What follows belongs to an exercise in optimizing a design on an open flow for small area; a production flow would make more cautious choices. At most, simulation tests tie the RTL to the original design; equivalence was not proved. No functional check of the RTL was part of runs 1 and 2. No driver is modelled on the clock port, so clocking that relies on it looks cheaper here than on a real chip. Power and IR drop assume default switching activity.

`design/flow/flow/run.sh`:
```
#!/bin/bash
# The standard layout, with the port buffers made of the smallest buffer cell.
export BUFFER_PORTS_ARGS="-buffer_cell sky130_fd_sc_hd__buf_1"
bash standard.sh > standard_run.log 2>&1
```
`design/flow/standard.sh`:
```
#!/bin/bash
# synth_recipe.tcl (not shown) runs the flow's synth.tcl, then flattens the netlist and writes it again
# the make line also repeats each setting of config.mk as NAME=value (left out here)
make -C /OpenROAD-flow-scripts/flow DESIGN_CONFIG=/design/flow/config.mk WORK_HOME=/design/flow/orfs CLKGATE_MAP_FILE= SYNTH_SCRIPT=/design/flow/synth_recipe.tcl "${@:-finish}"
```
`design/flow/config.mk`:
```
export PLATFORM = sky130hd
export DESIGN_NAME = mips_multicycle_core
export DESIGN_NICKNAME = mips_multicycle_core
export VERILOG_FILES = /design/flow/design.v
export SDC_FILE = /design/flow/constraint.sdc
export NUM_CORES = 4
export LEC_CHECK = 0
export CAP_MARGIN = 20
export CORE_MARGIN = 2
export CORE_UTILIZATION = 65
export CTS_BUF_LIST = sky130_fd_sc_hd__clkbuf_8
export CTS_CLUSTER_DIAMETER = 60
export CTS_CLUSTER_SIZE = 14
export PLACE_DENSITY = 0.75
export SLEW_MARGIN = 20
export SYNTH_HIERARCHICAL = 1
export SYNTH_MINIMUM_KEEP_SIZE = 0
```
`design/flow/constraint.sdc`:
```
create_clock -name core_clock -period 10.0 [get_ports {clk}]
set_input_delay 2.0000 -clock core_clock [delete_from_list [all_inputs] [get_ports {clk}]]
set_output_delay 2.0000 -clock core_clock [all_outputs]
set_load 0.01 [all_outputs]
```
`design/flow/design.v`:
```
module mmc_ao222n (input logic [2:0] s, input logic [2:0] d, output logic yn);
  assign yn = ~((s[0] & d[0]) | (s[1] & d[1]) | (s[2] & d[2]));
endmodule
module mmc_ao22n (input logic [1:0] s, input logic [1:0] d, output logic yn);
  assign yn = ~((s[0] & d[0]) | (s[1] & d[1]));
endmodule
module mmc_nand11 (input logic [10:0] a, output logic y);
  assign y = ~(&a);
endmodule
module mmc_dec32 (input logic [4:0] a, input logic v, output logic [31:0] sel);
  always_comb
    for (int j = 0; j < 32; j++) sel[j] = v && (a == 5'(j));
endmodule
module mmc_mux32 (
  input  logic [4:0]       pos,
  input  logic             v,
  input  logic [32*32-1:0] d,
  output logic [31:0]      y
);
  for (genvar gb = 0; gb < 4; gb++) begin : g_byte
    logic [31:0] sel;
    mmc_dec32 u_dec (.a(pos), .v(v), .sel(sel));
    for (genvar i = 8*gb; i < 8*gb + 8; i++) begin : g_bit
      logic [10:0] yn;
      for (genvar g = 0; g < 10; g++) begin : g_grp
        mmc_ao222n u_ao (.s(sel[3*g +: 3]),
                         .d({d[32*(3*g+2)+i], d[32*(3*g+1)+i], d[32*(3*g)+i]}), .yn(yn[g]));
      end
      mmc_ao22n u_ao2 (.s(sel[31:30]), .d({d[32*31+i], d[32*30+i]}), .yn(yn[10]));
      mmc_nand11 u_or (.a(yn), .y(y[i]));
    end
  end
endmodule
module mmc_rwbit (input logic t, input logic c, input logic w, input logic wr,
                  output logic d, output logic co);
  assign co = t & c;
  assign d  = wr ? w : (t ^ c);
endmodule
module mips_multicycle_core #(
  parameter int unsigned ADDR_W   = 10,
  parameter logic [31:0] RESET_PC = 32'h0000_0000,
  parameter int unsigned CNT_W    = 32
) (
  input  logic              clk,
  input  logic              rst,
  output logic              mem_req,
  output logic              mem_we,
  output logic [ADDR_W-1:0] mem_addr,
  output logic [31:0]       mem_wdata,
  input  logic [31:0]       mem_rdata,
  input  logic              mem_ready,
  input  logic [4:0]        dbg_reg_addr,
  output logic [31:0]       dbg_reg_data,
  output logic [31:0]       pc_out,
  output logic              halted,
  output logic [CNT_W-1:0]  instr_count
);
  localparam int NS = 32;
  localparam logic [4:0] SL_PC = 5'd0;
  localparam logic [5:0] OP_RTYPE = 6'h00, OP_J = 6'h02, OP_BEQ = 6'h04;
  localparam logic [5:0] OP_ADDI  = 6'h08, OP_LW = 6'h23, OP_SW = 6'h2B;
  localparam logic [5:0] FN_ADD = 6'h20, FN_SUB = 6'h22, FN_AND = 6'h24;
  localparam logic [5:0] FN_OR  = 6'h25, FN_SLT = 6'h2A;
  typedef enum logic [3:0] {
    S_CLR, S_FETCH, S_DEC, S_SH, S_WB, S_MEM, S_PCW, S_HALT1, S_HALT2, S_HALT
  } state_t;
  state_t           state;
  logic [NS*32-1:0] ring;      
  logic [4:0]       q;         
  logic [31:0]      cr;        
  logic             cc;        
  logic [31:0]      acc, ir;
  logic             cy;        
  logic             pcpass;    
  logic             pcinc_p, cntinc_p;
  logic [5:0] opc, fn;
  logic [4:0] rs, rt, rd;
  logic is_r, is_j, is_beq, is_lw, is_sw, is_mem, legal;
  logic f_sub, f_and, f_or, f_slt;
  assign opc = ir[31:26];
  assign fn  = ir[5:0];
  assign rs  = ir[25:21];
  assign rt  = ir[20:16];
  assign rd  = ir[15:11];
  assign is_r    = (opc == OP_RTYPE);
  assign is_j    = (opc == OP_J);
  assign is_beq  = (opc == OP_BEQ);
  assign is_lw   = (opc == OP_LW);
  assign is_sw   = (opc == OP_SW);
  assign is_mem  = is_lw | is_sw;
  assign f_sub   = (fn == FN_SUB);
  assign f_and   = (fn == FN_AND);
  assign f_or    = (fn == FN_OR);
  assign f_slt   = (fn == FN_SLT);
  assign legal   = (is_r & ((fn == FN_ADD) | f_sub | f_and | f_or | f_slt)) |
                   is_j | is_beq | (opc == OP_ADDI) | is_lw | is_sw;
  logic [4:0]    ms;        
  logic          ms_v;      
  logic [4:0]    pos;
  logic [31:0]   mm;
  always_comb begin
    ms   = SL_PC;
    ms_v = 1'b1;
    case (state)
      S_DEC:       begin ms = rs; ms_v = (rs != 5'd0); end
      S_SH, S_MEM: begin ms = rt; ms_v = (rt != 5'd0); end
      S_HALT:      begin ms = dbg_reg_addr; ms_v = (dbg_reg_addr != 5'd0); end
      S_CLR:       ms_v = 1'b0;
      default: ;
    endcase
    if (rst) ms_v = 1'b0;
  end
  assign pos = ms - q;
  mmc_mux32 u_mm (.pos(pos), .v(ms_v), .d(ring), .y(mm));
  logic [4:0] bi, k;
  logic       a, b, bx, sum, cout, res, cnext, ibit, sub_m, last;
  assign bi = q;
  assign k  = pcpass ? (bi - 5'd2) : bi;
  assign a  = acc[0];
  always_comb begin
    if (pcpass && bi < 5'd2)               ibit = 1'b0;
    else if (!is_j && k >= 5'd16)          ibit = ir[15];
    else                                   ibit = ir[k];
    b     = (!pcpass && (is_r || is_beq)) ? mm[bi] : ibit;
    if (pcpass && is_j) b = 1'b0;
    sub_m = !pcpass && is_r && (f_sub || f_slt);
    bx    = b ^ sub_m;
    sum   = a ^ bx ^ cy;
    cout  = (a & bx) | (a & cy) | (bx & cy);
    res   = sum;
    cnext = cout;
    if (pcpass) begin
      if (is_j) res = (bi < 5'd2) ? 1'b0 : (bi < 5'd28) ? ibit : a;
    end else if (is_beq) begin
      cnext = cy & ~(a ^ b);
    end else if (is_r) begin
      if (f_and)      res = a & b;
      else if (f_or)  res = a | b;
      else if (f_slt) begin
        res = 1'b0;
        if (bi == 5'd31) cnext = (a ^ b) ? a : sum;
      end
    end
  end
  assign last = (!pcpass && is_mem) ? (bi == 5'(ADDR_W + 1)) : (bi == 5'd31);
  logic [4:0]  tslot;
  logic        tskip, wr_acc, inc_pc;
  logic [31:0] wword, rin;
  logic [32:2] rc;
  always_comb begin
    if (pcpass)    begin tslot = SL_PC;        tskip = 1'b0; end
    else if (is_r) begin tslot = rd;           tskip = (rd == 5'd0); end
    else           begin tslot = rt;           tskip = (rt == 5'd0); end
  end
  assign wr_acc  = (state == S_CLR) || (state == S_WB && !tskip && q == tslot);
  assign inc_pc  = pcinc_p  && (q == SL_PC);
  assign wword   = {acc[31:1], acc[0] | (state == S_WB && !pcpass && is_r && f_slt && cy)};
  assign rin[1:0] = wr_acc ? wword[1:0] : ring[1:0];
  assign rc[2]    = inc_pc;
  for (genvar i = 2; i < 32; i++) begin : g_rin
    mmc_rwbit u_rw (.t(ring[i]), .c(rc[i]), .w(wword[i]), .wr(wr_acc), .d(rin[i]), .co(rc[i+1]));
  end
  always_ff @(posedge clk) begin
    ring <= {rin, ring[NS*32-1:32]};
  end
  logic fetch_go, at_end;
  assign fetch_go = (state == S_FETCH) && !pcinc_p && !cntinc_p;
  assign at_end   = (q == 5'd31);        
  logic cin;
  assign cin = (q == 5'd0) ? cntinc_p : cc;
  always_ff @(posedge clk) begin
    cr <= {(state == S_CLR) ? 1'b0 : (cr[0] ^ cin), cr[31:1]};
    cc <= cr[0] & cin;
  end
  always_ff @(posedge clk) begin
    if (rst) begin
      state    <= S_CLR;
      q        <= '0;
      pcinc_p  <= 1'b0;
      cntinc_p <= 1'b0;
      acc      <= mm;             
    end else begin
      q <= q + 5'd1;
      if (inc_pc)  pcinc_p  <= 1'b0;
      if (q == 5'd0) cntinc_p <= 1'b0;
      case (state)
        S_CLR: if (at_end) state <= S_FETCH;
        S_FETCH: if (fetch_go && mem_ready) begin
          ir      <= mem_rdata;
          pcinc_p <= 1'b1;
          state   <= S_DEC;
        end
        S_DEC: begin
          if (!legal) state <= S_HALT1;
          else if (is_j) begin
            cntinc_p <= 1'b1;
            state    <= S_PCW;
          end else begin
            acc    <= mm;
            cy     <= (is_r && (f_sub || f_slt)) || is_beq;
            pcpass <= 1'b0;
            if (at_end) begin
              cntinc_p <= 1'b1;
              state    <= S_SH;
            end
          end
        end
        S_PCW: if (!pcinc_p) begin
          acc    <= mm;
          cy     <= 1'b0;
          pcpass <= 1'b1;
          if (at_end) state <= S_SH;
        end
        S_SH: begin
          acc <= {res, acc[31:1]};
          cy  <= cnext;
          if (last) begin
            if (pcpass)      state <= S_WB;
            else if (is_mem) state <= S_MEM;
            else if (is_beq) state <= cnext ? S_PCW : S_FETCH;
            else             state <= S_WB;
          end
        end
        S_WB: if (tskip || q == tslot) state <= S_FETCH;
        S_MEM: if (mem_ready) begin
          if (is_lw) begin
            acc   <= mem_rdata;
            state <= S_WB;
          end else state <= S_FETCH;
        end
        S_HALT1: if (!pcinc_p) begin
          acc   <= mm;
          state <= S_HALT2;
        end
        S_HALT2: if (q == 5'd0) begin
          ir    <= cr;
          state <= S_HALT;
        end
        default: ;
      endcase
    end
  end
  assign mem_req      = fetch_go || (state == S_MEM);
  assign mem_we       = (state == S_MEM) && is_sw;
  assign mem_addr     = (state == S_FETCH) ? mm[ADDR_W+1:2] : acc[31:32-ADDR_W];
  assign mem_wdata    = mm;
  assign dbg_reg_data = mm;
  assign pc_out       = acc;
  assign halted       = (state == S_HALT);
  assign instr_count  = CNT_W'(ir);
endmodule
```
==> results of run 1 <==
## layer usage
layer | up-vias | routed length, um | track usage
li1 | 9778 | - | -
met1 | 11200 | 39100 | 0.503
met2 | 1555 | 42300 | 0.539
met3 | 248 | 11400 | 0.0950
met4 | 0 | 3630 | 0.138
met5 | - | 0 | 0
## per-module statistics from Yosys, one instance, submodules excluded, excerpt
| module | copies in the design | cells | flip-flops and latches |
|---|---|---|---|
| mmc_nand11 | 32 | 4 | 0 |
| mmc_rwbit | 30 | 2 | 0 |
| mmc_ao222n | 320 | 1 | 0 |
| mmc_dec32 | 4 | 47 | 0 |
| mmc_ao22n | 32 | 1 | 0 |
| mips_multicycle_core | 1 | 1631 | 1134 |
## placed cells by master (no fill, tap or decap), drive strengths merged, types with 6 or more instances in the layout
| cell | n |
|---|---|
| a222oi | 324 |
| nand4b | 15 |
| edfxtp | 66 |
| nor2b | 8 |
| nand3 | 38 |
| nand4bb | 12 |
| a2111oi | 6 |
| and3 | 9 |
| o21ai | 43 |
| mux2 | 74 |
| a211oi | 6 |
| mux2i | 14 |
| nor2 | 152 |
| inv | 38 |
| a21oi | 18 |
| clkbuf | 95 |
| a22oi | 65 |
| dfxtp | 1068 |
| nand4 | 73 |
| o211ai | 8 |
| or2 | 6 |
| buf | 229 |
| nand2 | 61 |
| xnor2 | 10 |
| ha | 42 |
| mux4 | 12 |
| or3 | 33 |
| nand2b | 12 |
| nor3 | 13 |
## metrics by stage
step	area (um2)	utilization	std cells	setup slack (ns)	hold WS (ns)
floorplan	33100	-	2359	1.62	0.326
global placement	34600	0.689	3178	0.812	0.328
detailed placement	34600	0.689	3178	0.648	0.331
CTS	36000	0.718	3297	1.03	0.342
global route	36100	0.719	3300	0.353	0.342
finish	36100	0.719	3300	0.833	0.336
## final timing paths
kind | cells past startpoint | endpoint | startpoint
worst max register to register | 30 | state[2] | state[0]
worst max-delay path | 30 | state[2] | state[0]
worst min-delay path | 0 | ring[313] | ring[345]
worst min register to register | 0 | ring[313] | ring[345]
## area by class of cell
class,instances,area (um2),share of cell area
Multi-Input combinational cell,1125,9270,0.257
Clock inverter,25,170,0.00472
Inverter,18,67.6,0.00187
Sequential cell,1134,23400,0.648
Clock buffer,94,1290,0.0359
Timing Repair Buffer,230,1070,0.0297
Tap cell,672,841,0.0233
Antenna cell,2,5.00,0.000139
## power groups by stage
stage | logic [W] | registers, W | clock network, W
after global routing | 0.00205 | 0.00771 | 0.00249
after floorplan | 0.00121 | 0.00717 | 0
after CTS | 0.00192 | 0.00751 | 0.00232
after global placement | 0.00190 | 0.00751 | 0
after detailed placement | 0.00191 | 0.00759 | 0
final | 0.00197 | 0.00756 | 0.00230
## cell families after synthesis
logic type	count (synthesis)	share of synthesized area
muxes	100	0.0410
adders and majority gates	44	0.0171
buffers and inverters	100	0.0156
and+or+nand+nor	462	0.0747
xor gates and xnor gates	12	0.00375
DFF	1134	0.706
AOI/OAI and AO/OA	507	0.141
## flip-flops by register name (all words and copies together), names as in the netlist
signal	flops
cc	1
acc	32
ir	32
pcpass	1
pcinc_p	1
ring	1024
cntinc_p	1
q	5
cy	1
cr	32
state	4
## critical path, delay by kind of cell, from the launching register on
family | cells | cell delay, ns
compound gates | 11 | 2.74
xor+xnor | 2 | 0.55
fa+ha+maj | 3 | 1.26
buf+inv | 2 | 0.41
flops | 1 | 0.49
mux | 1 | 0.14
simple gates | 11 | 3.38
==> run notes, run 1 <==
* Count of flip-flops with a built-in enable after synthesis: 66
- I/O pin count: 181
- RSZ-0062 raised after global routing: no
- After layout, the minimum clock period comes to between 9 and 10 ns.
- The wire-length estimate of the detail-placed layout is 68500 um.
- Of the total power, registers draw 0.639.
- The number of global-route vias before repair is about 22000.
* Initial core utilization: 0.659
- Worst setup path class: flip-flop to flip-flop
- The average instance in the mapped netlist occupies between 10 and 15 um2.
- First DRT Iteration DRCs: around 4000
- For this design, the slowest cell found on the critical path is sky130_fd_sc_hd__nor2_1.
* Total chip power: 0.0118 W
* Sw frac: 0.321
- Peak per-stage delay on the critical path: 0.66 ns
- Maximum clock skew at final layout: roughly 0.027 ns
- Synthesis-to-finish area growth: 9.09%
- Register-to-register setup slack: 0.83 ns
- Resize count post-CTS: 0
- The number of setup buffers added after CTS is 0.
- The cell count after synthesis came out at 2359.
* Largest net degree at the start of global routing: 48
- The internal power of the cells totals about 0.008 W.
- Root Buffer: sky130_fd_sc_hd__clkbuf_8
* Detailed Routing Iterations Pass 1: 8
- At the end of routability-driven placement, the weighted congestion stood at 0.993.
- The number of nets in the synthesized netlist is ~2400.
- Post-synthesis instance area: 33100 um2
- CTS hold repair buffers: 0
* H-tree depth: 3
- Top post-synthesis cells by count: sky130_fd_sc_hd__dfxtp_1 (1068), sky130_fd_sc_hd__a222oi_1 (324), sky130_fd_sc_hd__nor2_1 (152), sky130_fd_sc_hd__nand4_1 (73), sky130_fd_sc_hd__edfxtp_1 (66)
- Crit path arrival time: 9.75 ns
- CTS saw approximately 1100 sinks.
- Buffers placed on the I/O ports in this run total 180.
- For this run, design rule violations remaining after detail routing come to 0.
* Number of warning messages in the yosys log: 8
- Worst VDD drop: 0.204 mV
- Of the post-synthesis cell area, the dominant cell type holds 0.646.
- # rows: 82
- Global-route wire length before repair: 141000 um
- Combinational group share of total power: 0.167
* Top-count cell post-synth: sky130_fd_sc_hd__dfxtp_1
* Worst hold path type: flip-flop to flip-flop
* Number of inserted filler cells in the final layout: 3430
- Final Net Count: 2684
* All-Layer GR Usage: 0.360
* Congestion Overflow GR: 0
- Routed Antenna Nets: 0
- Via count: 22800
- In this run the standard cell core region covers 50200 um2.
- For this design the total switching power over the nets is 0.00380 W.
* Required @ worst endpoint: about 11 ns
* Number of failing setup endpoints in the final timing report: 0
- Along the worst path, the maximum fanout reaches 17.
- For this run, the register share of the synthesized area comes to 0.706.
- Proportion of layout cells with a drive suffix above 1: 0.113
- CP endpoint kind: flip-flop
- Number of buffers created by CTS: slightly above 90
- Final WL: 96400 um
- Largest cells by area after synthesis: sky130_fd_sc_hd__dfxtp_1 (65%), sky130_fd_sc_hd__a222oi_1 (9.8%), sky130_fd_sc_hd__edfxtp_1 (6.0%), sky130_fd_sc_hd__nor2_1 (1.7%), sky130_fd_sc_hd__ha_1 (1.6%)
- Top cell type by total area after synthesis: sky130_fd_sc_hd__dfxtp_1
- Die X: 230 um
- Vias per cell: 6.90
- Share of flip-flops with an asynchronous set or reset after synthesis: 0
- The analysis attributes to cell leakage a power of 13.8 nW.
* Result of the run: no timing/DRC/antenna violations
- Clock-pin slew on the worst setup and hold paths: roughly 0.1 ns
- In this run the power density over the cells is 328 nW/um2.
* Crit share post-route: 0.917
* Total count of hold-check failures in the final report: 0
- Slew at the pin closest to its max-slew limit: 1.13 ns
- Counting distinct cell types in the post-synthesis netlist gives between 70 and 80.
* Register bit total from synthesis: between 1000 and 1500
- Share of total power in the clock network: 0.194
- Die Y: 230 um
- The later pin in the worst-skew pair is clocked with a latency of between 0.7 and 0.8 ns.
- The max-slew violation count is 0.
* Reported max-cap violation count: 0
- After detailed routing, the average wire length per cell comes to 29.2 um.
* F_max: 109 MHz
- Die footprint: 52700 um2
- The clock passes through at most 3 buffers.
* Worst Setup Start Kind: flip-flop
- Headroom to the max-slew limit came out at 0.248.
- Setup total negative slack on the finished layout was measured at 0 ns.
- Most frequently used flop master after synthesis: sky130_fd_sc_hd__dfxtp_1
- The initial antenna violation count is 3.
* CTS tree: yes
==> run 2, diff against run 1 <==
--- a/design/flow/design.v
+++ b/design/flow/design.v
@@ -9,9 +9,4 @@
 endmodule
-module mmc_dec32 (input logic [4:0] a, input logic v, output logic [31:0] sel);
-  always_comb
-    for (int j = 0; j < 32; j++) sel[j] = v && (a == 5'(j));
-endmodule
 module mmc_mux32 (
-  input  logic [4:0]       pos,
-  input  logic             v,
+  input  logic [31:0]      sel,
   input  logic [32*32-1:0] d,
@@ -19,14 +14,10 @@
 );
-  for (genvar gb = 0; gb < 4; gb++) begin : g_byte
-    logic [31:0] sel;
-    mmc_dec32 u_dec (.a(pos), .v(v), .sel(sel));
-    for (genvar i = 8*gb; i < 8*gb + 8; i++) begin : g_bit
-      logic [10:0] yn;
-      for (genvar g = 0; g < 10; g++) begin : g_grp
-        mmc_ao222n u_ao (.s(sel[3*g +: 3]),
-                         .d({d[32*(3*g+2)+i], d[32*(3*g+1)+i], d[32*(3*g)+i]}), .yn(yn[g]));
-      end
-      mmc_ao22n u_ao2 (.s(sel[31:30]), .d({d[32*31+i], d[32*30+i]}), .yn(yn[10]));
-      mmc_nand11 u_or (.a(yn), .y(y[i]));
+  for (genvar i = 0; i < 32; i++) begin : g_bit
+    logic [10:0] yn;
+    for (genvar g = 0; g < 10; g++) begin : g_grp
+      mmc_ao222n u_ao (.s(sel[3*g +: 3]),
+                       .d({d[32*(3*g+2)+i], d[32*(3*g+1)+i], d[32*(3*g)+i]}), .yn(yn[g]));
     end
+    mmc_ao22n u_ao2 (.s(sel[31:30]), .d({d[32*31+i], d[32*30+i]}), .yn(yn[10]));
+    mmc_nand11 u_or (.a(yn), .y(y[i]));
   end
@@ -64,3 +55,3 @@
   typedef enum logic [3:0] {
-    S_CLR, S_FETCH, S_DEC, S_SH, S_WB, S_MEM, S_PCW, S_HALT1, S_HALT2, S_HALT
+    S_CLR, S_FETCH0, S_FETCH, S_DEC, S_SH, S_WB, S_MEM, S_PCW, S_HALT1, S_HALT2, S_HALT
   } state_t;
@@ -113,3 +104,6 @@
   assign pos = ms - q;
-  mmc_mux32 u_mm (.pos(pos), .v(ms_v), .d(ring), .y(mm));
+  logic [NS-1:0] msel;
+  always_comb
+    for (int j = 0; j < NS; j++) msel[j] = ms_v && (pos == 5'(j));
+  mmc_mux32 u_mm (.sel(msel), .d(ring), .y(mm));
   logic [4:0] bi, k;
@@ -144,3 +138,3 @@
   end
-  assign last = (!pcpass && is_mem) ? (bi == 5'(ADDR_W + 1)) : (bi == 5'd31);
+  assign last = (bi == 5'd31);
   logic [4:0]  tslot;
@@ -166,3 +160,3 @@
   logic fetch_go, at_end;
-  assign fetch_go = (state == S_FETCH) && !pcinc_p && !cntinc_p;
+  assign fetch_go = (state == S_FETCH);
   assign at_end   = (q == 5'd31);        
@@ -171,3 +165,3 @@
   always_ff @(posedge clk) begin
-    cr <= {(state == S_CLR) ? 1'b0 : (cr[0] ^ cin), cr[31:1]};
+    if (state != S_HALT) cr <= {(state == S_CLR) ? 1'b0 : (cr[0] ^ cin), cr[31:1]};
     cc <= cr[0] & cin;
@@ -186,4 +180,8 @@
       case (state)
-        S_CLR: if (at_end) state <= S_FETCH;
-        S_FETCH: if (fetch_go && mem_ready) begin
+        S_CLR: if (at_end) state <= S_FETCH0;
+        S_FETCH0: if (!pcinc_p && !cntinc_p) begin
+          acc   <= mm;
+          state <= S_FETCH;
+        end
+        S_FETCH: if (mem_ready) begin
           ir      <= mem_rdata;
@@ -219,3 +217,3 @@
             else if (is_mem) state <= S_MEM;
-            else if (is_beq) state <= cnext ? S_PCW : S_FETCH;
+            else if (is_beq) state <= cnext ? S_PCW : S_FETCH0;
             else             state <= S_WB;
@@ -223,3 +221,3 @@
         end
-        S_WB: if (tskip || q == tslot) state <= S_FETCH;
+        S_WB: if (tskip || q == tslot) state <= S_FETCH0;
         S_MEM: if (mem_ready) begin
@@ -228,3 +226,3 @@
             state <= S_WB;
-          end else state <= S_FETCH;
+          end else state <= S_FETCH0;
         end
@@ -234,6 +232,3 @@
         end
-        S_HALT2: if (q == 5'd0) begin
-          ir    <= cr;
-          state <= S_HALT;
-        end
+        S_HALT2: if (q == 5'd31) state <= S_HALT;
         default: ;
@@ -244,3 +239,3 @@
   assign mem_we       = (state == S_MEM) && is_sw;
-  assign mem_addr     = (state == S_FETCH) ? mm[ADDR_W+1:2] : acc[31:32-ADDR_W];
+  assign mem_addr     = acc[ADDR_W+1:2];
   assign mem_wdata    = mm;
@@ -249,3 +244,3 @@
   assign halted       = (state == S_HALT);
-  assign instr_count  = CNT_W'(ir);
-endmodule
+  assign instr_count  = CNT_W'(cr);
+endmodule
==> run notes, run 2 <==
- Result of the run: no timing/DRC/antenna violations
* Final max-slew violation count: 0
- All-Layer GR Usage: 0.375
- Along the worst path, the maximum fanout reaches 25.
- The number of clock buffers added by TritonCTS is slightly above 90.
- Clock skew on the completed layout was measured at 0.0355 ns.
- Largest register FFs: 1024
* Number of failing setup endpoints in the final timing report: 0
* DRC Markers: 0
- Post-synthesis instance area: 32200 um2
* Initial antenna violation count: 3
- Most frequently used flop master after synthesis: sky130_fd_sc_hd__dfxtp_1
- Share of the synthesized area in compound gates (AO/OA/AOI/OAI): 0.142
* Count of flip-flops with a built-in enable after synthesis: 98
- Top-area cell type share of the netlist area: 0.644
- The floorplan step set the die height to 227 um.
- I/O pin count: 181
* Adder-cell share of the synthesized area: 0.0176
* Critical R2R Launch: state[2]
* Post-CTS setup buffer count: 0
- The critical path is of the input pin to primary output type.
* Final WL: approximately 97000 um
- The worst register-to-register path ends at cy.
- Crit share post-route: 0.876
- CP endpoint kind: primary output
* Via count: 21800
- Static leakage power: 13.7 nW
- H-tree depth: 3
* CTS tree: yes
- Once detail routing completed, the nets flagged for antenna violations numbered 0.
* Port bufs: 180
- Later-pin clock latency in the skew report: 0.72 ns
- Part of the Yosys area used for sequential elements: 0.735
- After clock tree synthesis, the repair step resized 0 gates.
- Worst Setup Start Kind: input pin
- PD cells: approximately 320 nW/um2
- In this run the worst hold path is classified as flip-flop to flip-flop.
* Relative max-transition margin: 0.179
- By instance count, the leading cell after synthesis is sky130_fd_sc_hd__dfxtp_1.
- Number of buffers on the longest clock path: 3
* Biggest register: ring
- The first global-routing pass estimated 139000 um of wire.
- Required @ worst endpoint: 8.00 ns
- Proportion of layout cells with a drive suffix above 1: 0.113
- Data on the critical path arrives at its endpoint at between 6 and 7 ns.
- After synthesis, the netlist uses 67 different library cells.
- During synthesis, Yosys emitted a total of 7 warnings.
- Based on the critical path, the design can be clocked at up to between 100 and 150 MHz.
* RSZ-0062 raised after global routing: no
* First DRT Iteration DRCs: 3814
- The initialized floorplan defines a little over 80 standard-cell rows.
* Share of cell area taken by muxes after synthesis: 0.0273
- The cell count after synthesis came out at 2183.
- Cell depth of the worst flop-to-flop path: 30
- The final count of hold timing violations is 0.
- The path with the worst hold slack has its endpoint at ring[511].
- Once detailed placement completed, the half-perimeter wirelength came to 62800 um.
* Die footprint: between 50000 and 60000 um2
* Reported max-cap violation count: 0
* Hold wc startpoint: ring[543]
* Congestion Overflow GR: 0
- Util after Layout: 0.728
* Placeable core region: 49000 um2
* Share of flip-flops with an asynchronous set or reset after synthesis: 0
- Along the worst hold path, the cell count comes to 0.
* Weighted congestion at the end of routability-driven global placement: 0.996
* Simple logic cell fraction of the synthesized area: 0.0560
- Root Buffer: sky130_fd_sc_hd__clkbuf_8
- Dominant combinational cell family by area after synthesis: compound AO/OA/AOI/OAI gates
- The final layout contains 2515 nets.
- Register-to-register setup slack: roughly 1.4 ns
- Largest net degree at the start of global routing: 43
- The library cells used most frequently in the layout, excluding fill and tap cells, are sky130_fd_sc_hd__dfxtp_1 (1036), sky130_fd_sc_hd__a222oi_1 (320), sky130_fd_sc_hd__buf_1 (179).
- Worst VDD drop: 0.244 mV
- Slew at the pin closest to its max-slew limit: 1.23 ns
* Number of global-route vias before repair: 21400
- Largest cells by area after synthesis: sky130_fd_sc_hd__dfxtp_1 (64%), sky130_fd_sc_hd__a222oi_1 (9.9%), sky130_fd_sc_hd__edfxtp_1 (9.1%), sky130_fd_sc_hd__ha_1 (1.6%), sky130_fd_sc_hd__mux2_4 (1.5%)
- The biggest area contributor in the post-synthesis netlist is sky130_fd_sc_hd__dfxtp_1.
* Clock-pin slew on the worst setup and hold paths: 0.09 ns
- CTS hold repair buffers: 0
- After detailed routing, the average wire length per cell comes to 30.9 um.
- In this run the horizontal extent of the chip is 227 um.
- Detailed Routing Iterations Pass 1: 7
- For this configuration, the core starts out at a cell density of 0.658.
- For this design, the sink count on the clock tree is about 1100.
- Synthesis inferred 1134 register bits.
- Synthesis-to-finish area growth: 10.6%
- Final worst path period need: 8.76 ns
- The layout has approximately 3300 filler cells.
* Vias per cell: 6.95
- Synthesized area divided by synthesized cell count: 14.8 um2
* Syn nets: 2267
- Commonest non-fill, non-tap cell in the layout: sky130_fd_sc_hd__dfxtp_1
- Summed over all failing endpoints, the final setup total negative slack is 0 ns.
- Fraction of synthesized cell area in xor and xnor cells: 0.00571
* Top post-synthesis cells by count: sky130_fd_sc_hd__dfxtp_1 (1036), sky130_fd_sc_hd__a222oi_1 (320), sky130_fd_sc_hd__edfxtp_1 (98), sky130_fd_sc_hd__nand2_1 (74), sky130_fd_sc_hd__nand4_1 (69)
run 2: cell count changes after synthesis, sizes merged, moves of 6 or more:
cell	change
nor2	-96
mux2	-41
dfxtp	-32
edfxtp	+32
clkbuf	-15
nand2	+13
nand4b	-13
nand4bb	-12
nand3	+10
mux2i	-9
buf	+7
o211ai	-6
o21ai	+6
run 2: final cells by class:
type | count | area, um2 | area share
flip-flops and latches | 1134 | 23700 | 0.665
diodes | 1 | 2.50 | 0.0000702
multi-input cells | 959 | 8290 | 0.233
repair buffers | 228 | 1270 | 0.0358
clock inverters | 36 | 208 | 0.00583
well taps | 664 | 831 | 0.0233
clock buffers | 93 | 1280 | 0.0359
inverters | 16 | 60.1 | 0.00169
run 2: metrics by stage:
step           total power (W)  std cells  setup slack [ns]  hold WS, ns  instance area [um2]
2_1_floorplan          0.00819       2183              1.39        0.330                32200
3_3_place_gp           0.00897       2992             0.849        0.333                33900
3_5_place_dp           0.00909       3000             0.709        0.335                34100
4_1_cts                 0.0113       3129              1.43        0.328                35600
5_1_grt                 0.0118       3130             0.887        0.327                35600
6_report                0.0114       3131              1.24        0.342                35600
run 2: kinds of logic after synthesis:
kind of cell	after synthesis
flops	1134
compound gates	500
simple gates	344
buf+inv	90
mux	53
fa+ha+maj	44
xor+xnor	18
run 2: report_power, final:
part	internal, W	switching, W	total (W)	leakage [nW]
Clock	0.000886	0.00140	0.00228	0.861
Combinational	0.000568	0.000947	0.00152	3.13
Sequential	0.00649	0.00110	0.00759	9.66
run 2: per-layer routing:
metal | vias to the layer above | part of all wire | global-route usage
li1 | 9154 | - | -
met1 | 10800 | 0.39 | 0.507
met4 | 0 | 0.049 | 0.173
met5 | - | 0 | 0
met3 | 325 | 0.12 | 0.0982
met2 | 1506 | 0.44 | 0.568
run 2: worst max path at each step:
stage | startpoint | to | slack, ns | cells after the start
2_1_floorplan | dbg_reg_addr[0] | cy | 1.39 | 27
3_3_place_gp | dbg_reg_addr[0] | cy | 0.85 | 27
3_5_place_dp | dbg_reg_addr[0] | cy | 0.71 | 29
4_1_cts | dbg_reg_addr[0] | mem_wdata[26] | 1.43 | 17
5_1_grt | dbg_reg_addr[0] | cy | 0.89 | 29
6_report | dbg_reg_addr[0] | dbg_reg_data[29] | 1.24 | 17
run 2: per-module statistics from Yosys (local to each module, per instance), a selection:
module	flops+latches	times used	cells inside	area, um2
mips_multicycle_core	1134	1	1643	27000
mmc_rwbit	0	30	2	27.5
mmc_ao222n	0	320	1	10.0
mmc_ao22n	0	32	1	12.5
mmc_nand11	0	32	4	23.8
run 2: critical path, stage by stage:
cell and delay, ns:
sky130_fd_sc_hd__buf_1 0.15, sky130_fd_sc_hd__a22o_1 0.23, sky130_fd_sc_hd__a21oi_1 0.12, sky130_fd_sc_hd__ha_1 0.16, sky130_fd_sc_hd__inv_1 0.06, sky130_fd_sc_hd__fa_1 0.42
sky130_fd_sc_hd__a21o_1 0.20, sky130_fd_sc_hd__a21oi_1 0.17, sky130_fd_sc_hd__xor2_1 0.11, sky130_fd_sc_hd__xnor2_1 0.56, sky130_fd_sc_hd__nand3_1 0.47, sky130_fd_sc_hd__nor2_4 1.06
sky130_fd_sc_hd__buf_4 0.30, sky130_fd_sc_hd__a222oi_1 0.12, sky130_fd_sc_hd__nand4_1 0.12, sky130_fd_sc_hd__or3_1 0.19, sky130_fd_sc_hd__buf_1 0.30
==> run 3, diff against run 2 <==
--- a/design/flow/design.v
+++ b/design/flow/design.v
@@ -129,2 +129,3 @@
       cnext = cy & ~(a ^ b);
+      if (bi == 5'd30) cnext = cnext & ~(acc[1] ^ mm[31]);
     end else if (is_r) begin
@@ -138,3 +139,3 @@
   end
-  assign last = (bi == 5'd31);
+  assign last = (bi == 5'd31) || (!pcpass && is_beq && bi == 5'd30);
   logic [4:0]  tslot;
==> run notes, run 3 <==
- STA classifies the critical path endpoint as a primary output.
- For the worst setup path, the data required time is 8.00 ns.
- The die covers 51500 um2.
- Timing would allow up to about 110 MHz.
- # rows: 81
* TNS Setup: 0 ns
- The longest clock path from root to sink contains 3 buffers.
- Along the worst hold path, the cell count comes to 0.
- The later pin in the worst-skew pair is clocked with a latency of approximately 0.74 ns.
- Final Net Count: around 2500
- Total count of hold-check failures in the final report: 0
- Die X: 227 um
- For the pin with the worst max-slew slack, the measured transition is 1.12 ns.
- After the flow finishes, the layout carries non-filler instances totaling ~3100.
* Initial antenna violation count: 1
- In the synthesized netlist the dominant register cell turns out to be sky130_fd_sc_hd__dfxtp_1.
- The min-delay analysis places its worst path in the category flip-flop to flip-flop.
- Global-route wire length before repair: 137000 um
* Die Y: 227 um
* Cell area after layout: about 36000 um2
- Register-to-register setup slack: ~1.3 ns
- Top cell type by total area after synthesis: sky130_fd_sc_hd__dfxtp_1
- Detailed placer's ending HPWL: just under 60000 um
* Register bit total from synthesis: 1134
- Critical R2R Launch: state[3]
- Crit share post-route: 0.901
- H-tree depth: 3
- The flow ran to the end and the layout has no timing, DRC or antenna violations.
* Number of failing setup endpoints in the final timing report: 0
- Biggest register: ring
- The smallest clock period supported by the final layout is computed as 9.01 ns.
- For this design the static power due to leakage is 13.7 nW.
- Largest net degree at the start of global routing: 43
- CTS hold repair buffers: 0
- Yosys attributes the largest share of cell area to sky130_fd_sc_hd__dfxtp_1 (64%), sky130_fd_sc_hd__a222oi_1 (9.9%), sky130_fd_sc_hd__edfxtp_1 (9.1%), sky130_fd_sc_hd__ha_1 (1.7%), sky130_fd_sc_hd__mux2_4 (1.4%).
- Final WL: ~95000 um
- For this run, design rule violations remaining after detail routing come to 0.
* Relative max-transition margin: 0.252
- In the routed layout, each cell is associated on average with a via count of between 6 and 7.
- End point of the critical path: mem_wdata[31]
- 181 I/O pins were placed.
- Syn nets: 2281
* Placed Area: 34100 um2
* Placeable core region: 49100 um2
- In the global route stage, overall resource usage came out at 0.366.
- Worst Setup Start Kind: flip-flop
* Post-synthesis instance area: around 32000 um2
* Start point of the critical path: state[3]
* Count of flip-flops with a built-in enable after synthesis: 98
- For this run the aggregate overflow at the end of global routing stands at 0.
* Number of library cell types mapped by synthesis: 75
- Crit path arrival time: 7.01 ns
- Placed Instances: 3006
- Post-CTS setup buffer count: 0
- Synthesis handed over a netlist of 2196 instances.
- Top-area cell type share of the netlist area: 0.642
* Util after Layout: 0.725
* Number of warning messages in the yosys log: 7
- Routed Antenna Nets: 0
- The commonest cells after synthesis are sky130_fd_sc_hd__dfxtp_1 (1036), sky130_fd_sc_hd__a222oi_1 (320), sky130_fd_sc_hd__edfxtp_1 (98), sky130_fd_sc_hd__nor2_1 (69), sky130_fd_sc_hd__nand2_1 (68).
* First DRT Iteration DRCs: 3855
* Hold wc startpoint: ring[278]
- Largest register FFs: 1024
- In the final layout, the share of cells above drive strength 1 is 0.110.
* Part of the Yosys area used for sequential elements: 0.733
* Final max-slew violation count: 0
- In this run the worst path has a maximum fanout of 22.
- The endpoint identified for the worst register-to-register timing path is state[2].
* Clock-pin slew on the worst setup and hold paths: ~0.10 ns
* Detailed Routing Iterations Pass 1: 9
* Synthesis-to-finish area growth: 9.99%
- Setup repair after global routing left no endpoint under its margin.
- The critical path is of the flip-flop to primary output type.
* Leading cell types in the layout, fill and taps excluded: sky130_fd_sc_hd__dfxtp_1 (1036), sky130_fd_sc_hd__a222oi_1 (320), sky130_fd_sc_hd__buf_1 (179)
* Number of global-route vias before repair: 21400
* Synthesized area divided by synthesized cell count: 14.7 um2
- The count of buffers added on input and output ports is 180.
- The filler cells instantiated in the layout total roughly 3300.
- Number of buffers created by CTS: 91
* PD cells: 279 nW/um2
* Commonest non-fill, non-tap cell in the layout: sky130_fd_sc_hd__dfxtp_1
- Reported max-cap violation count: 0
- The clock drives 1134 sinks.
- After detailed routing, the average wire length per cell comes to approximately 30 um.
* Resize count post-CTS: 0
- The initial utilization of the core area, before any placement, comes to 0.659.
* Weighted congestion at the end of routability-driven global placement: around 0.93
- IR analysis of the VDD net gives a maximum drop of 0.178 mV.
* Via count: 21700
- On the final layout, the worst clock skew is 0.0362 ns.
- Total chip power: slightly below 0.01 W
- CTS tree: yes
- Share of flip-flops with an asynchronous set or reset after synthesis: 0
* Top-count cell post-synth: sky130_fd_sc_hd__dfxtp_1
* Cell depth of the worst flop-to-flop path: 32
- Root Buffer: sky130_fd_sc_hd__clkbuf_8
run 3: changes by cell type after synthesis, moves of 4 or more:
cell,delta
sky130_fd_sc_hd__nor2_1,+13
sky130_fd_sc_hd__o21ai_0,+9
sky130_fd_sc_hd__nor2b_1,-7
sky130_fd_sc_hd__nand2_1,-6
sky130_fd_sc_hd__mux2i_1,+5
sky130_fd_sc_hd__nand2b_1,+5
sky130_fd_sc_hd__buf_2,+4
sky130_fd_sc_hd__mux4_2,-4
sky130_fd_sc_hd__nor3_1,-4
sky130_fd_sc_hd__o2111ai_1,+4
sky130_fd_sc_hd__o21ai_1,-4
sky130_fd_sc_hd__o221ai_1,+4
sky130_fd_sc_hd__o31ai_1,-4
run 3: final cells by class:
| class | instances | area, um2 | area share |
|---|---|---|---|
| well taps | 664 | 831 | 0.0234 |
| repair buffers | 226 | 1180 | 0.0332 |
| diodes | 2 | 5.00 | 0.000141 |
| inverters | 15 | 56.3 | 0.00158 |
| clock buffers | 95 | 1310 | 0.0368 |
| multi-input cells | 969 | 8360 | 0.235 |
| clock inverters | 32 | 133 | 0.00373 |
| flip-flops and latches | 1134 | 23700 | 0.666 |
run 3: kinds of logic (layout without fill, tap and decap cells):
logic type / after synthesis / in the layout / synth area share
flip-flops: 1134 / 1134 / 0.733
AO/OA/AOI/OAI: 506 / 506 / 0.143
AND/OR/NAND/NOR: 344 / 344 / 0.0561
adder cells (fa/ha/maj): 45 / 45 / 0.0179
other: 0 / 2 / 0
multiplexers: 57 / 57 / 0.0283
XOR/XNOR: 17 / 17 / 0.00542
buffers and inverters: 93 / 368 / 0.0168
run 3: how the worst min path moves through the flow:
stage                end  slack [ns]
3_3_place_gp   ring[545]        0.33
6_report       ring[246]        0.33
3_5_place_dp   ring[605]        0.33
5_1_grt         ring[77]        0.35
4_1_cts        ring[511]        0.34
2_1_floorplan  ring[160]        0.33
run 3: Yosys stat by module (local to each module, per instance), a selection:
module	area, um2	copies in the design	cells
mips_multicycle_core	27100	1	1656
mmc_nand11	23.8	32	4
mmc_rwbit	27.5	30	2
mmc_ao22n	12.5	32	1
mmc_ao222n	10.0	320	1
run 3: per-stage QoR:
step	setup WS (ns)	hold slack, ns
6_report	0.988	0.333
3_3_place_gp	1.19	0.332
4_1_cts	1.20	0.344
3_5_place_dp	1.09	0.335
5_1_grt	0.660	0.348
2_1_floorplan	1.63	0.330
run 3: worst max-delay path, stage by stage (launching register included):
cell and delay, ns:
sky130_fd_sc_hd__dfxtp_1 0.83, sky130_fd_sc_hd__nand2b_1 0.47, sky130_fd_sc_hd__nor2_1 0.23, sky130_fd_sc_hd__a22o_1 0.31, sky130_fd_sc_hd__a21oi_1 0.13, sky130_fd_sc_hd__ha_1 0.16, sky130_fd_sc_hd__inv_1 0.06, sky130_fd_sc_hd__fa_1 0.43
sky130_fd_sc_hd__a21o_1 0.18, sky130_fd_sc_hd__a21oi_1 0.17, sky130_fd_sc_hd__xor2_1 0.10, sky130_fd_sc_hd__xnor2_1 0.43, sky130_fd_sc_hd__nand3_1 0.43, sky130_fd_sc_hd__nor2_4 0.96, sky130_fd_sc_hd__buf_4 0.45, sky130_fd_sc_hd__a222oi_1 0.16
sky130_fd_sc_hd__nand4_1 0.16, sky130_fd_sc_hd__or3_1 0.27, sky130_fd_sc_hd__buf_1 0.30
run 3: layer usage:
metal,vias up,GRT usage,wire length [um]
met5,-,0,0
met4,0,0.171,4240
met3,273,0.0882,11100
met2,1518,0.567,43200
met1,10700,0.491,36500
li1,9175,-,-
run 3: where the power goes:
group	total (W)	switching [W]	internal [W]	leakage (nW)
Sequential	0.00718	0.000923	0.00626	9.70
Combinational	0.000475	0.000267	0.000209	3.15
Clock	0.00225	0.00138	0.000866	0.842
Total	0.00990	0.00257	0.00733	13.7
==> run 4, diff against run 3 <==
==> design/flow/flow/run.sh (replaced) <==
#!/bin/bash
# The standard layout, with the port buffers made of the smallest buffer cell and
# clock tree synthesis without dummy loads.
export BUFFER_PORTS_ARGS="-buffer_cell sky130_fd_sc_hd__buf_1"
export CTS_ARGS="-sink_clustering_enable -repair_clock_nets -dont_use_dummy_load -sink_clustering_size 18 -sink_clustering_max_diameter 60 -buf_list sky130_fd_sc_hd__clkbuf_8"
bash standard.sh > standard_run.log 2>&1
==> run notes, run 4 <==
- The flow ran to the end and the layout has no timing, DRC or antenna violations.
* Post-synthesis instance area: about 32000 um2
- Number of buffers created by CTS: 74
- Entering global routing, the biggest net connects 43 pins.
- Largest cells by area after synthesis: sky130_fd_sc_hd__dfxtp_1 (64%), sky130_fd_sc_hd__a222oi_1 (9.9%), sky130_fd_sc_hd__edfxtp_1 (9.1%), sky130_fd_sc_hd__ha_1 (1.7%), sky130_fd_sc_hd__mux2_4 (1.4%)
* Biggest register: ring
- Clock-pin slew was measured on the worst setup and hold paths at around 0.1 ns.
* CTS tree: yes
- For this run, design rule violations remaining after detail routing come to 0.
- Count of flip-flops with a built-in enable after synthesis: 98
- Largest register FFs: a little over 1000
- Final Net Count: 2505
- The number of different library cells used by synthesis comes to 75.
- Worst setup path class: flip-flop to primary output
- The count of nets left with antenna violations once routing finished came out at 0.
* Weighted congestion at the end of routability-driven global placement: 0.929
- Root Buffer: sky130_fd_sc_hd__clkbuf_8
* CP endpoint kind: primary output
- The endpoint identified for the worst register-to-register timing path is state[2].
- Leaving out fill and tap cells, the most frequent cell in the layout is sky130_fd_sc_hd__dfxtp_1.
* Top-count cell post-synth: sky130_fd_sc_hd__dfxtp_1
- Number of inserted filler cells in the final layout: 3316
- Top-area cell type share of the netlist area: 0.642
- Resize count post-CTS: 0
* Endpoint of the worst hold-timing path: ring[48]
- Pre-CTS setup slack: 1.09 ns
- The routed design has ~95000 um of wire.
* Relative max-transition margin: 0.208
- The worst hold path begins at ring[80].
- Number of failing setup endpoints in the final timing report: 0
* Placeable core region: 49100 um2
- The die covers 51500 um2.
* Top cell type by total area after synthesis: sky130_fd_sc_hd__dfxtp_1
- CTS hold repair buffers: 0
* F_max: roughly 110 MHz
- Crit path arrival time: 6.96 ns
* Via count: between 20000 and 25000
- By count the netlist is led by sky130_fd_sc_hd__dfxtp_1 (1036), sky130_fd_sc_hd__a222oi_1 (320), sky130_fd_sc_hd__edfxtp_1 (98), sky130_fd_sc_hd__nor2_1 (69), sky130_fd_sc_hd__nand2_1 (68).
* Die Y: roughly 230 um
- The worst hold path was traced through 0 stages.
- Crit share post-route: 0.896
* Later-pin clock latency in the skew report: 0.71 ns
- Pin placement for this block handled 181 I/O pins.
- Vias per cell: 7.02
- Initial core utilization: 0.659
* Final worst path period need: 8.96 ns
- Worst Setup Start Kind: flip-flop
- In the layout the commonest cells are sky130_fd_sc_hd__dfxtp_1 (1036), sky130_fd_sc_hd__a222oi_1 (320), sky130_fd_sc_hd__buf_1 (179).
- The max-slew violation count came to 0.
- Power spread over the standard cell area amounts to 274 nW/um2.
* Share of flip-flops with an asynchronous set or reset after synthesis: 0
* Cell depth of the worst flop-to-flop path: 32
- Across all register-to-register paths, the minimum setup slack is 1.27 ns.
- For the worst setup path, the data required time is 8.00 ns.
* Syn nets: 2281
- Most frequently used flop master after synthesis: sky130_fd_sc_hd__dfxtp_1
- The die is 227 um wide.
- Worst VDD drop: 0.175 mV
- The clock tree synthesis step divided the H-tree into 3 levels.
- Yosys printed 7 warnings.
* Detailed Routing Iterations Pass 1: 8
- Mean routed wirelength per cell: 30.9 um
* Reported max-cap violation count: 0
* Worst hold path type: flip-flop to flip-flop
- Maximum clock skew at final layout: roughly 0.065 ns
- Global-route wire length before repair: 137000 um
- The share of the Yosys chip area taken by registers is 0.733.
- For this block, the initial DRC count from the detailed router was 3746.
* Maximum fanout count along the critical path: 22
* Setup slack after layout: 1.04 ns
- Slew at the pin closest to its max-slew limit: between 1 and 1.5 ns
* Proportion of layout cells with a drive suffix above 1: 0.102
- Summed over all layers, the global routing overflow is 0.
- In the global route stage, overall resource usage came out at 0.366.
- TNS Setup: 0 ns
- Critical R2R Launch: state[3]
- Port bufs: 180
- Each instance of the synthesized netlist takes up on average 14.7 um2.
* Number of buffers on the longest clock path: 3
- Detailed placer's ending HPWL: 59700 um
* Total count of hold-check failures in the final report: 0
- The synthesized design contains 1134 register bits.
* Count of clock tree sinks: 1134
- Static leakage power: 13.4 nW
* Initial antenna violation count: 1
- RSZ-0062 raised after global routing: no
- After floorplanning, the core was divided into 81 placement rows.
* Synthesized instance count: 2196
- In this run the post-CTS setup repair buffer count came out at 0.
- The number of global-route vias before repair came to 21300.
- The area growth from synthesis to layout is 8.68%.
[run 4: cell count changes in the layout (fill, tap and decap cells not counted), sizes merged]
cell	change
clkbuf	-21
clkinvlp	-2
diode	-1
inv	-30
[run 4: per-layer routing]
layer  up-vias  share of wire  global-route usage
li1       9102              -                   -
met2      1483           0.45               0.567
met4         0          0.047               0.171
met1     10800           0.39               0.495
met5         -              0                   0
met3       280           0.11              0.0813
[run 4: where the power goes]
part / switching (W) / internal (W)
Sequential: 0.000928 / 0.00625
Clock: 0.00130 / 0.000670
Combinational: 0.000267 / 0.000208
Total: 0.00250 / 0.00713
[run 4: worst max-delay path by stage]
stage                          startpoint               end  slack (ns)
after global routing             state[3]  dbg_reg_data[31]        0.67
after floorplan           dbg_reg_addr[0]          state[2]        1.63
after global placement    dbg_reg_addr[0]          state[2]        1.19
final                            state[3]     mem_wdata[31]        1.04
after detailed placement  dbg_reg_addr[0]          state[2]        1.09
after CTS                        state[3]  dbg_reg_data[31]        1.19
[run 4: kinds of logic after synthesis]
kind of cell / after synthesis / share of synthesized area
flops: 1134 / 0.733
compound gates: 506 / 0.143
simple gates: 344 / 0.0561
buf+inv: 93 / 0.0168
mux: 57 / 0.0283
fa+ha+maj: 45 / 0.0179
xor+xnor: 17 / 0.00542
[run 4: per-module statistics from Yosys, one instance, submodules excluded, a selection]
module | copies in the design | cells
mips_multicycle_core | 1 | 1656
mmc_rwbit | 30 | 2
mmc_nand11 | 32 | 4
mmc_ao22n | 32 | 1
mmc_ao222n | 320 | 1
[run 4: worst max-delay path, stage by stage (launching register included)]
cell                       delay (ns)
sky130_fd_sc_hd__dfxtp_1         0.85
sky130_fd_sc_hd__nand2b_1        0.48
sky130_fd_sc_hd__nor2_1          0.23
sky130_fd_sc_hd__a22o_1          0.31
sky130_fd_sc_hd__a21oi_1         0.13
sky130_fd_sc_hd__ha_1            0.16
sky130_fd_sc_hd__inv_1           0.06
sky130_fd_sc_hd__fa_1            0.43
sky130_fd_sc_hd__a21o_1          0.18
sky130_fd_sc_hd__a21oi_1         0.17
sky130_fd_sc_hd__xor2_1          0.10
sky130_fd_sc_hd__xnor2_1         0.43
sky130_fd_sc_hd__nand3_1         0.43
sky130_fd_sc_hd__nor2_4          0.94
sky130_fd_sc_hd__buf_4           0.45
sky130_fd_sc_hd__a222oi_1        0.16
sky130_fd_sc_hd__nand4_1         0.16
sky130_fd_sc_hd__or3_1           0.26
sky130_fd_sc_hd__buf_1           0.29
[run 4: per-stage QoR]
step	cells	total power, W	util	instance area [um2]	hold slack [ns]
floorplan	2196	0.00721	-	32300	0.330
global placement	3003	0.00758	0.693	34000	0.332
detailed placement	3006	0.00767	0.695	34100	0.335
CTS	3080	0.00958	0.715	35100	0.323
global route	3083	0.00996	0.716	35100	0.317
finish	3083	0.00963	0.716	35100	0.319
[run 4: layout make-up]
type / count / area [um2] / area share
antenna: 1 / 2.50 / 0.0000712
inverter: 15 / 56.3 / 0.00160
sequential: 1134 / 23700 / 0.674
multi-input combinational: 969 / 8360 / 0.238
tap: 664 / 831 / 0.0237
clock buffer: 74 / 1020 / 0.0290
timing repair buffer: 226 / 1180 / 0.0336
==> run 5, diff against run 4 <==
==> design/flow/flow/run.sh (replaced) <==
#!/bin/bash
# The standard layout, with the port buffers made of the smallest buffer cell, clock tree
# synthesis without dummy loads, and one
# extra step after clock tree synthesis: gates with timing slack are downsized (OpenROAD's
# power recovery), then slew and capacitance are repaired again before routing.
set -e
export BUFFER_PORTS_ARGS="-buffer_cell sky130_fd_sc_hd__buf_1"
export CTS_ARGS="-sink_clustering_enable -repair_clock_nets -dont_use_dummy_load -sink_clustering_size 18 -sink_clustering_max_diameter 60 -buf_list sky130_fd_sc_hd__clkbuf_8"
bash standard.sh cts > standard_cts.log 2>&1
openroad -no_init -exit flow/resize.tcl > resize.log 2>&1
bash standard.sh > standard_finish.log 2>&1
==> design/flow/flow/resize.tcl (new file) <==
# Downsize gates that have slack after clock tree synthesis, then repair slew/cap again.
set pdir $::env(FLOW_HOME)/platforms/sky130hd
set rdir orfs/results/sky130hd/mips_multicycle_core/base
read_liberty $pdir/lib/sky130_fd_sc_hd__tt_025C_1v80.lib
read_db $rdir/4_cts.odb
read_sdc $rdir/4_cts.sdc
source $pdir/setRC.tcl
set_propagated_clock [all_clocks]
set_dont_use {sky130_fd_sc_hd__probe_p_8 sky130_fd_sc_hd__probec_p_8 sky130_fd_sc_hd__lpflow_*}
estimate_parasitics -placement
report_design_area
report_worst_slack -max
repair_timing -recover_power 100 -match_cell_footprint -verbose
report_design_area
repair_design -slew_margin 20 -cap_margin 20 -match_cell_footprint -verbose
repair_timing -setup_margin 0 -hold_margin 0 -match_cell_footprint -verbose
detailed_placement
check_placement -verbose
report_design_area
report_worst_slack -max
report_worst_slack -min
write_db $rdir/4_cts.odb
==> run notes, run 5 <==
- Worst Setup Start Kind: flip-flop
* Post-synthesis instance area: between 30000 and 40000 um2
- The complex-gate fraction of the synthesized area is 0.143.
* Largest cells by area after synthesis: sky130_fd_sc_hd__dfxtp_1 (64%), sky130_fd_sc_hd__a222oi_1 (9.9%), sky130_fd_sc_hd__edfxtp_1 (9.1%), sky130_fd_sc_hd__ha_1 (1.7%), sky130_fd_sc_hd__mux2_4 (1.4%)
* Die Y: around 230 um
- Number of warning messages in the yosys log: 7
- Synthesized area divided by synthesized cell count: 14.7 um2
* Largest net degree at the start of global routing: 33
- After detailed routing, the met2 layer carries 42900 um of wire.
- For this design the static power due to leakage is around 13 nW.
* Top-area cell type share of the netlist area: 0.642
- First DRT Iteration DRCs: 3818
* Reported max-cap violation count: 0
- Setup repair after global routing left no endpoint under its margin.
* Post-CTS setup buffer count: 0
- In the routed design, unresolved DRC markers number 0.
- The count of buffers added on input and output ports is between 150 and 200.
- 181 I/O pins were placed.
* Count of clock tree sinks: roughly 1100
- Routed wire length on met3: 11100 um
- Synthesis-to-finish area growth: 8.56%
* Number of global-route vias before repair: 21400
- Final Net Count: 2509
- The flow ran to the end and the layout has no timing, DRC or antenna violations.
* Maximum fanout count along the critical path: 22
- For this run, the leading register cell type out of synthesis is sky130_fd_sc_hd__dfxtp_1.
- Required @ worst endpoint: 8.00 ns
- Clock-pin slew on the worst setup and hold paths: between 0.1 and 0.15 ns
- Syn nets: 2281
- Detailed placer's ending HPWL: 59700 um
- Crit share post-route: 0.938
* Top cell type by total area after synthesis: sky130_fd_sc_hd__dfxtp_1
- The library cell used most frequently in the layout, excluding fill and tap cells, is sky130_fd_sc_hd__dfxtp_1.
- Worst setup path class: flip-flop to primary output
- Of the total synthesized cell area, the portion taken by full adders, half adders and majority gates is 0.0179.
- No sink is reached through more buffers than the 3 on the longest clock path.
- Proportion of layout cells with a drive suffix above 1: 0.0904
- Placeable core region: 49100 um2
- The initial utilization of the core area, before any placement, comes to 0.659.
- Fraction of synthesized cell area in xor and xnor cells: 0.00542
* # rows: 81
- Once detail routing completed, the nets flagged for antenna violations numbered 0.
- Global-route wire length before repair: around 140000 um
* Top-count cell post-synth: sky130_fd_sc_hd__dfxtp_1
- Number of inserted filler cells in the final layout: 3343
* CP endpoint kind: primary output
- Pre-CTS setup slack: 1.09 ns
* Share of cell area taken by muxes after synthesis: 0.0283
- Leading cell types in the layout, fill and taps excluded: sky130_fd_sc_hd__dfxtp_1 (1036), sky130_fd_sc_hd__a222oi_1 (320), sky130_fd_sc_hd__buf_1 (181)
* F_max: ~110 MHz
* Largest register FFs: 1024
- Across all setup checks in the final design, the least slack found is 0.615 ns.
- For this run, asynchronously set or reset flops after synthesis account for 0.
* Top post-synthesis cells by count: sky130_fd_sc_hd__dfxtp_1 (1036), sky130_fd_sc_hd__a222oi_1 (320), sky130_fd_sc_hd__edfxtp_1 (98), sky130_fd_sc_hd__nor2_1 (69), sky130_fd_sc_hd__nand2_1 (68)
* Resize count post-CTS: 0
- Of the total synthesized cell area, the portion taken by AND, OR, NAND and NOR gates is 0.0561.
* Total chip power: 0.00960 W
- The tightest min-delay check is of the flip-flop to flip-flop type.
- Crit path arrival time: 7.38 ns
* Die footprint: a little over 50000 um2
* Final max-slew violation count: 0
- Counting flops and latches in the post-synthesis netlist gives 1134.
- VDD sags by at most 0.175 mV.
- The synthesized design contains 98 enable-type register cells.
* Number of buffers created by CTS: 74
- Later-pin clock latency in the skew report: 0.72 ns
- Total count of hold-check failures in the final report: 0
- Relative max-transition margin: 0.248
- Counting flops per register, the top entry is ring.
- At the pin with the least slew margin, the transition time is 1.13 ns.
- Setup violations remaining at the end of the flow were counted as 0.
- CTS tree: yes
* Final WL: 95500 um
- After synthesis, the largest family of logic cells by area is compound AO/OA/AOI/OAI gates.
* Initial antenna violation count: 1
* Mean routed wirelength per cell: about 31 um
- CTS hold repair buffers: 0
- Via count: 21700
- Uppermost metal layer occupied by signal nets: met4
- Routed length on met1: ~37000 um
- Die X: roughly 230 um
- All-Layer GR Usage: 0.366
* Maximum clock skew at final layout: 0.0705 ns
- The cell sitting at the root of the clock tree is a sky130_fd_sc_hd__clkbuf_8.
- In this run, distinct cell masters in the synthesized netlist total 75.
- Worst hold margin: around 0.32 ns
- Of the synthesized area, sequential elements account for 0.733.
* Synthesized instance count: 2196
* TNS Setup: 0 ns
* Vias per cell: 7.03
* Final worst path period need: 9.38 ns
- Detailed Routing Iterations Pass 1: 7
- The H-tree was split into 3 levels.
* Weighted congestion at the end of routability-driven global placement: 0.929
* Congestion Overflow GR: 0
- PD cells: 274 nW/um2
## run 5: changes by cell type in the layout (fill, tap and decap cells not counted), sizes merged
cell | before | now
buf | 225 | 229
## run 5: logic make-up (layout without fill, tap and decap cells)
group / after synthesis / after routing
DFF: 1134 / 1134
AOI/OAI and AO/OA: 506 / 506
and+or+nand+nor: 344 / 344
buffers and inverters: 93 / 319
muxes: 57 / 57
adders and majority gates: 45 / 45
xor gates and xnor gates: 17 / 17
other: 0 / 1
## run 5: worst paths after layout
check / from / end / slack, ns / cells past startpoint
worst max-delay path: state[3] / mem_wdata[8] / 0.62 / 18
worst min register to register: ring[443] / ring[411] / 0.32 / 0
worst max register to register: state[3] / state[2] / 0.81 / 32
worst min-delay path: ring[443] / ring[411] / 0.32 / 0
## run 5: power by group
group | total (W) | internal, W | switching [W]
clock network | 0.00197 | 0.000670 | 0.00130
logic | 0.000445 | 0.000183 | 0.000262
registers | 0.00718 | 0.00625 | 0.000927
total | 0.00960 | 0.00711 | 0.00249
## run 5: area by class of cell
| class | count | area, um2 | share of cell area |
|---|---|---|---|
| tap | 664 | 831 | 0.0237 |
| timing repair buffer | 230 | 1260 | 0.0359 |
| clock buffer | 74 | 1020 | 0.0290 |
| sequential | 1134 | 23700 | 0.675 |
| inverter | 15 | 56.3 | 0.00160 |
| multi-input combinational | 969 | 8240 | 0.235 |
| antenna | 1 | 2.50 | 0.0000713 |
## run 5: through the flow
stage          area (um2)  cells   util
4_1_cts             35100   3080  0.715
3_5_place_dp        34100   3006  0.695
5_1_grt             35100   3087  0.715
6_report            35100   3087  0.715
2_1_floorplan       32300   2196      -
3_3_place_gp        34000   3003  0.693
## run 5: Yosys stat by module (local to each module, per instance), a selection
module	cell area (um2)	cells inside	times used	flip-flops and latches
mips_multicycle_core	27100	1656	1	1134
mmc_nand11	23.8	4	32	0
mmc_ao222n	10.0	1	320	0
mmc_ao22n	12.5	1	32	0
mmc_rwbit	27.5	2	30	0
## run 5: worst max-delay path, cell delays in order, from the launching register on
cell                       delay [ns]
sky130_fd_sc_hd__dfxtp_1         0.85
sky130_fd_sc_hd__nand2b_1        0.52
sky130_fd_sc_hd__nor2_1          0.25
sky130_fd_sc_hd__a22o_1          0.31
sky130_fd_sc_hd__a21oi_1         0.13
sky130_fd_sc_hd__ha_1            0.16
sky130_fd_sc_hd__inv_1           0.06
sky130_fd_sc_hd__fa_1            0.43
sky130_fd_sc_hd__a21o_1          0.18
sky130_fd_sc_hd__a21oi_1         0.17
sky130_fd_sc_hd__xor2_1          0.19
sky130_fd_sc_hd__xnor2_1         0.19
sky130_fd_sc_hd__nand3b_1        0.44
sky130_fd_sc_hd__nor2_4          0.85
sky130_fd_sc_hd__buf_1           0.88
sky130_fd_sc_hd__a222oi_1        0.24
sky130_fd_sc_hd__nand4_1         0.15
sky130_fd_sc_hd__or3_1           0.36
sky130_fd_sc_hd__buf_1           0.30
## run 5: metal layers
| layer | vias up | track usage |
|---|---|---|
| met5 | - | 0 |
| met1 | 10800 | 0.491 |
| met2 | 1517 | 0.567 |
| li1 | 9105 | - |
| met4 | 0 | 0.175 |
| met3 | 293 | 0.0866 |

re-timing with driven ports:
No port has a modelled driver above. Below, the same layouts with a new extraction and two added sets of constraints. Step 1 sets driving cells, clkbuf_16 on the clock port and buf_2 on the other inputs (assumed; they add their load-dependent delay and slew). Step 2 times the ports against the registers' clock, not the clock port: input delays grow and output delays shrink by t, the midpoint of the rising clock arrivals with the driver on. a / b / c = no drivers / after step 1 / after step 2; a / b = the first two.
run | shift t [ns] | slack for setup (ns) | worst setup path at the end | latest minus earliest clock arrival (ns) | cell pins on the clock port's net
run 1 | 0.772 | 0.833 / 0.804 / 0.470 | input to register | 0.033 / 0.033 | 1
run 2 | 0.760 | 1.236 / 1.215 / 0.526 | input to register | 0.035 / 0.035 | 1
run 3 | 0.780 | 0.988 / 0.931 / 0.990 | input to register | 0.036 / 0.036 | 1
run 4 | 0.732 | 1.045 / 0.990 / 1.009 | input to register | 0.065 / 0.065 | 1
run 5 | 0.736 | 0.615 / 0.559 / 0.607 | input to register | 0.070 / 0.071 | 1
After both steps setup and hold are still met in every run listed. For run 2, which loses most, drivers alone change the setup slack by -0.021 ns; drivers and shift together by -0.710 ns.
